This is an optimization exercise on Yosys and OpenROAD, whose aim is small area, a short achievable clock period and few clock cycles per item, not a production implementation.
Where RTL was checked, it was by simulation tests only, not by an equivalence proof against the original.
No activity file was given, so power comes from the tool's default toggle rates.

## job 105
Design scmcv_top, start of the top module:
module scmcv_top (
   input  logic        clock,
   input  logic        reset,
   input  logic        start,
   output logic        busy,
   input  logic [1:0]  req_cmd,
   input  logic [15:0] req_target_cv,
   input  logic [3:0]  req_target_knob,
   input  logic [15:0] req_current_cv,
   input  logic [3:0]  req_current_knob,
   input  logic [15:0] req_morph_cv,
   input  logic [14:0] req_morph_knob,
   input  logic [15:0] req_type_buttons,
   input  logic [15:0] req_focus_mask,
   input  logic [3:0]  req_scene_slot,
   input  logic [3:0]  req_channel_slot,
   input  logic [14:0] req_write_value,
   output logic        rsp_strobe,
   output logic [3:0]  rsp_channel,
   output logic [15:0] rsp_cv_out,
   output logic        rsp_type_light,
   output logic        rsp_last,
   input  logic        psel,
   input  logic        penable,
   input  logic        pwrite,
   input  logic [2:0]  paddr,
   input  logic [31:0] pwdata,
   output logic [31:0] prdata,
   output logic        pready
);
Size: roughly 10,000 cells after synthesis, about 4,700 flip-flops, roughly 130,000 µm² of cells after synthesis.
export LEC_CHECK = 0
export CAP_MARGIN = 20
export CORE_MARGIN = 2
export CORE_UTILIZATION = 35
export PLACE_DENSITY = 0.55
export SLEW_MARGIN = 20
export SYNTH_MEMORY_MAX_BITS = 16384
create_clock -name core_clock -period 12.0 [get_ports {clock}]
standard.sh (not shown) runs the stock make flow with config.mk's settings and CLKGATE_MAP_FILE= SYNTH_SCRIPT=/design/flow/synth_recipe.tcl, a recipe that flattens the netlist after the stock synthesis.
==> flow/flow/run.sh <==
#!/bin/bash
# ORFS layout: the standard synthesis, then the standard steps with a setup
# margin (timing repair keeps working below the period) and larger clock-sink clusters.
set -euo pipefail
bash standard.sh synth > synth.log 2>&1
bash standard.sh SETUP_SLACK_MARGIN=8.3 CTS_BUF_LIST=sky130_fd_sc_hd__clkbuf_16 CTS_CLUSTER_SIZE=20 CTS_CLUSTER_DIAMETER=60 finish > layout.log 2>&1
Inputs modified between job 105 and job 104:
--- a/flow/design.v
+++ b/flow/design.v
@@ -77,65 +77,59 @@
    output logic [31:0] prdata,
    output logic        pready
 );
    localparam int NE   = 3;     
    localparam int TAPS = 8;     
    localparam int ROWS = 17;    
    logic        busy_ff;
    logic        acc;
    logic        acc_ff;
    logic [1:0]  rq_cmd;
-   logic [15:0] rq_cur_oh, rq_tgt_oh;    
-   logic [3:0]  rq_cur, rq_tgt;          
+   logic [11:0] rq_cur_l, rq_tgt_l;      
+   logic [1:0]  rq_cur_c, rq_tgt_c;      
    logic [15:0] rq_mcv;
    logic [14:0] rq_mknob;
-   logic [15:0] rq_btn;
    logic [15:0] rq_focus;
    logic [3:0]  rq_sslot, rq_cslot;
    logic [14:0] rq_wval;
    function automatic logic ge_const(input logic [11:0] x, input logic [11:0] k);
       logic eq;
       ge_const = 1'b0;
       eq = 1'b1;
       for (int i = 11; i >= 0; i--) begin
          if (!k[i]) begin
             ge_const = ge_const | (eq & x[i]);
             eq = eq & ~x[i];
          end else begin
             eq = eq & x[i];
          end
       end
       ge_const = ge_const | eq;
    endfunction
-   function automatic logic [3:0] sel_idx(input logic [15:0] cv, input logic [3:0] knob);
-      logic [11:0] l;
-      l = sel_lut(cv[15:12], knob);
-      if (ge_const(cv[11:0], 12'd2731))      sel_idx = l[11:8];
-      else if (ge_const(cv[11:0], 12'd1366)) sel_idx = l[7:4];
-      else                                    sel_idx = l[3:0];
+   function automatic logic [3:0] sel_pick(input logic [11:0] l, input logic [1:0] c);
+      if (c[1])      sel_pick = l[11:8];
+      else if (c[0]) sel_pick = l[7:4];
+      else           sel_pick = l[3:0];
    endfunction
-   logic [3:0] ct_i, tt_i;
-   assign ct_i = sel_idx(req_payload.current_cv, req_payload.current_knob);
-   assign tt_i = sel_idx(req_payload.target_cv, req_payload.target_knob);
    assign busy = busy_ff;
    assign acc  = start & ~busy_ff;
    always_ff @(posedge clock) begin
       if (!busy_ff) begin
          rq_cmd   <= req_payload.cmd;
-         rq_tgt_oh <= 16'd1 << tt_i;
-         rq_cur_oh <= 16'd1 << ct_i;
-         rq_tgt    <= tt_i;
-         rq_cur    <= ct_i;
+         rq_tgt_l  <= sel_lut(req_payload.target_cv[15:12], req_payload.target_knob);
+         rq_cur_l  <= sel_lut(req_payload.current_cv[15:12], req_payload.current_knob);
+         rq_tgt_c  <= {ge_const(req_payload.target_cv[11:0], 12'd2731),
+                       ge_const(req_payload.target_cv[11:0], 12'd1366)};
+         rq_cur_c  <= {ge_const(req_payload.current_cv[11:0], 12'd2731),
+                       ge_const(req_payload.current_cv[11:0], 12'd1366)};
          rq_mcv    <= req_payload.morph_cv;
          rq_mknob  <= req_payload.morph_knob;
-         rq_btn   <= req_payload.type_buttons;
-         rq_focus <= req_payload.focus_mask;
          rq_sslot <= req_payload.scene_slot;
          rq_cslot <= req_payload.channel_slot;
          rq_wval  <= req_payload.write_value;
       end
    end
    logic bipolar_ff;
    logic prd_ff;
    assign pready = 1'b1;
    assign prdata = {31'd0, prd_ff};
    always_ff @(posedge clock) begin
@@ -267,28 +261,39 @@
    end
    assign mx = {mcl, 1'b0};
    always_ff @(posedge clock) begin
       mfull_ff <= mfull;
       for (int i = 0; i < 8; i++) begin
          bd_one[i] <= mx[2*i+1] ^ mx[2*i];
          bd_two[i] <= (mx[2*i+2] & ~mx[2*i+1] & ~mx[2*i]) | (~mx[2*i+2] & mx[2*i+1] & mx[2*i]);
          bd_neg[i] <= mx[2*i+2] & ~(mx[2*i+1] & mx[2*i]);
       end
    end
+   always_ff @(posedge clock) begin
+      if (!busy_ff) begin
+         rq_focus <= req_payload.focus_mask;
+      end else if (rd_en) begin
+         rq_focus <= {1'b0, rq_focus[15:1]};
+      end
+   end
+   logic [3:0]  rq_cur, rq_tgt;
+   logic [15:0] rq_cur_oh, rq_tgt_oh;
+   assign rq_cur    = sel_pick(rq_cur_l, rq_cur_c);
+   assign rq_tgt    = sel_pick(rq_tgt_l, rq_tgt_c);
+   assign rq_cur_oh = 16'd1 << rq_cur;
+   assign rq_tgt_oh = 16'd1 << rq_tgt;
    logic [14:0] a_ring, b_ring, m_ring;
    logic [14:0] a_rd;
-   logic [15:0] flags_new;
    logic        foc;
    logic        fl_rd;
-   assign flags_new = flags_ff ^ (rq_btn & ~prev_ff);
-   assign foc       = rq_focus[c_rd];
-   assign fl_rd     = flags_new[c_rd];
+   assign foc       = rq_focus[0];
+   assign fl_rd     = flags_ff[c_rd];
    always_comb begin
       a_ring = '0;
       b_ring = '0;
       for (int r = 0; r < 16; r++) begin
          a_ring = a_ring | ({15{rq_cur_oh[r]}} & tap_data[r*15 +: 15]);
          b_ring = b_ring | ({15{rq_tgt_oh[r]}} & tap_data[r*15 +: 15]);
       end
       m_ring = tap_data[16*15 +: 15];
       for (int e = 0; e < NE; e++) begin
          if (e_val[e] && (e_ch[e] == c_rd)) begin
@@ -1535,23 +1540,23 @@
          busy_ff    <= busy_next;
          acc_ff     <= acc;
          clr_ff     <= clr_next;
          clr_cnt    <= clr_ff ? clr_cnt + 4'd1 : 4'd0;
          ph         <= ph + 4'd1;
          pos        <= pos_next;
          c_rd       <= rd_en ? c_rd + 4'd1 : c_rd;
          aligned    <= (pos_next[0] == 1'b0);
          reading_ff <= rd_en && (c_rd != 4'd15);
          wait_ff    <= (tick_start || wait_ff) && !aligned;
-         if (tick_start) begin
-            flags_ff <= flags_new;
-            prev_ff  <= rq_btn;
+         if (tick_in) begin
+            flags_ff <= flags_ff ^ (req_payload.type_buttons & ~prev_ff);
+            prev_ff  <= req_payload.type_buttons;
          end
          p1         <= rd_en;
          p2         <= p1;
          p3         <= p2;
          p4         <= p3;
          p5         <= p4;
       end
    end
 endmodule
 import scmcv_pkg::*;
Results
- [compare] base=job 105 new=job 104: share of synthesized cell area in and, or, nand and nor gates grew by 0.58 points; antenna diode count increased 11.
- Job 104 vs job 105, capture point of the critical path: u_core.mul_r[58]$_DFF_P_ vs u_core.rq_tgt_oh[15]$_SDFFCE_PN0N_
- Status: synthesized area parity (job 104, job 105)
- Compared with job 105, in job 104 placement-stage worst setup slack increased 0.94 ns, minimum setup slack in the final design increased 0.0082 ns, power in the clock group essentially unchanged, count of mapped cells out of synthesis essentially unchanged, clock share of power decreased 0.2 points.
- Comparing job 105 and job 104, the lower data arrival time at the worst-slack endpoint is on job 105.
- Looking at job 105 and job 104, the post-synthesis compound-gate area fraction is a wash.
- ~same mux contribution to synthesized area in job 105 and job 104
- Higher met1 track demand over resource in global routing was reported by job 104, not job 105.
- On wire length, job 105 and job 104 are basically level.
Testbench counts of job 104, summed over its fixed seeds: cycles 11,540, ticks 514.
Function not checked in job 105: the RTL went through the layout flow alone.

port drivers added, routing unchanged:
How much do the figures lean on ideal ports? The routed layouts below were timed once more, with nothing changed but the port constraints.
Step 1, drivers: a clkbuf_16 drives clock and a buf_2 each remaining input, both assumed.
Step 2 times the ports against the registers' clock, not the clock port: input delays grow and output delays shrink by t, the midpoint of the rising clock arrivals with the driver on.
Three values: no drivers, after step 1, after step 2; two values: the first two.
run	t (ns)	slack for setup (ns)	hold WS [ns]	worst setup path at the end	latest minus earliest clock arrival (ns)
job 105	1.000	8.083 / 8.087 / 7.112	0.279 / 0.279 / 0.279	input to register	0.108 / 0.109
job 104	0.992	8.091 / 8.091 / 7.411	0.303 / 0.303 / 0.303	input to register	0.085 / 0.085
After both steps every run listed still meets setup and hold. The setup slack of job 105, which loses most, moves by +0.004 ns with the drivers and by -0.971 ns with both steps.
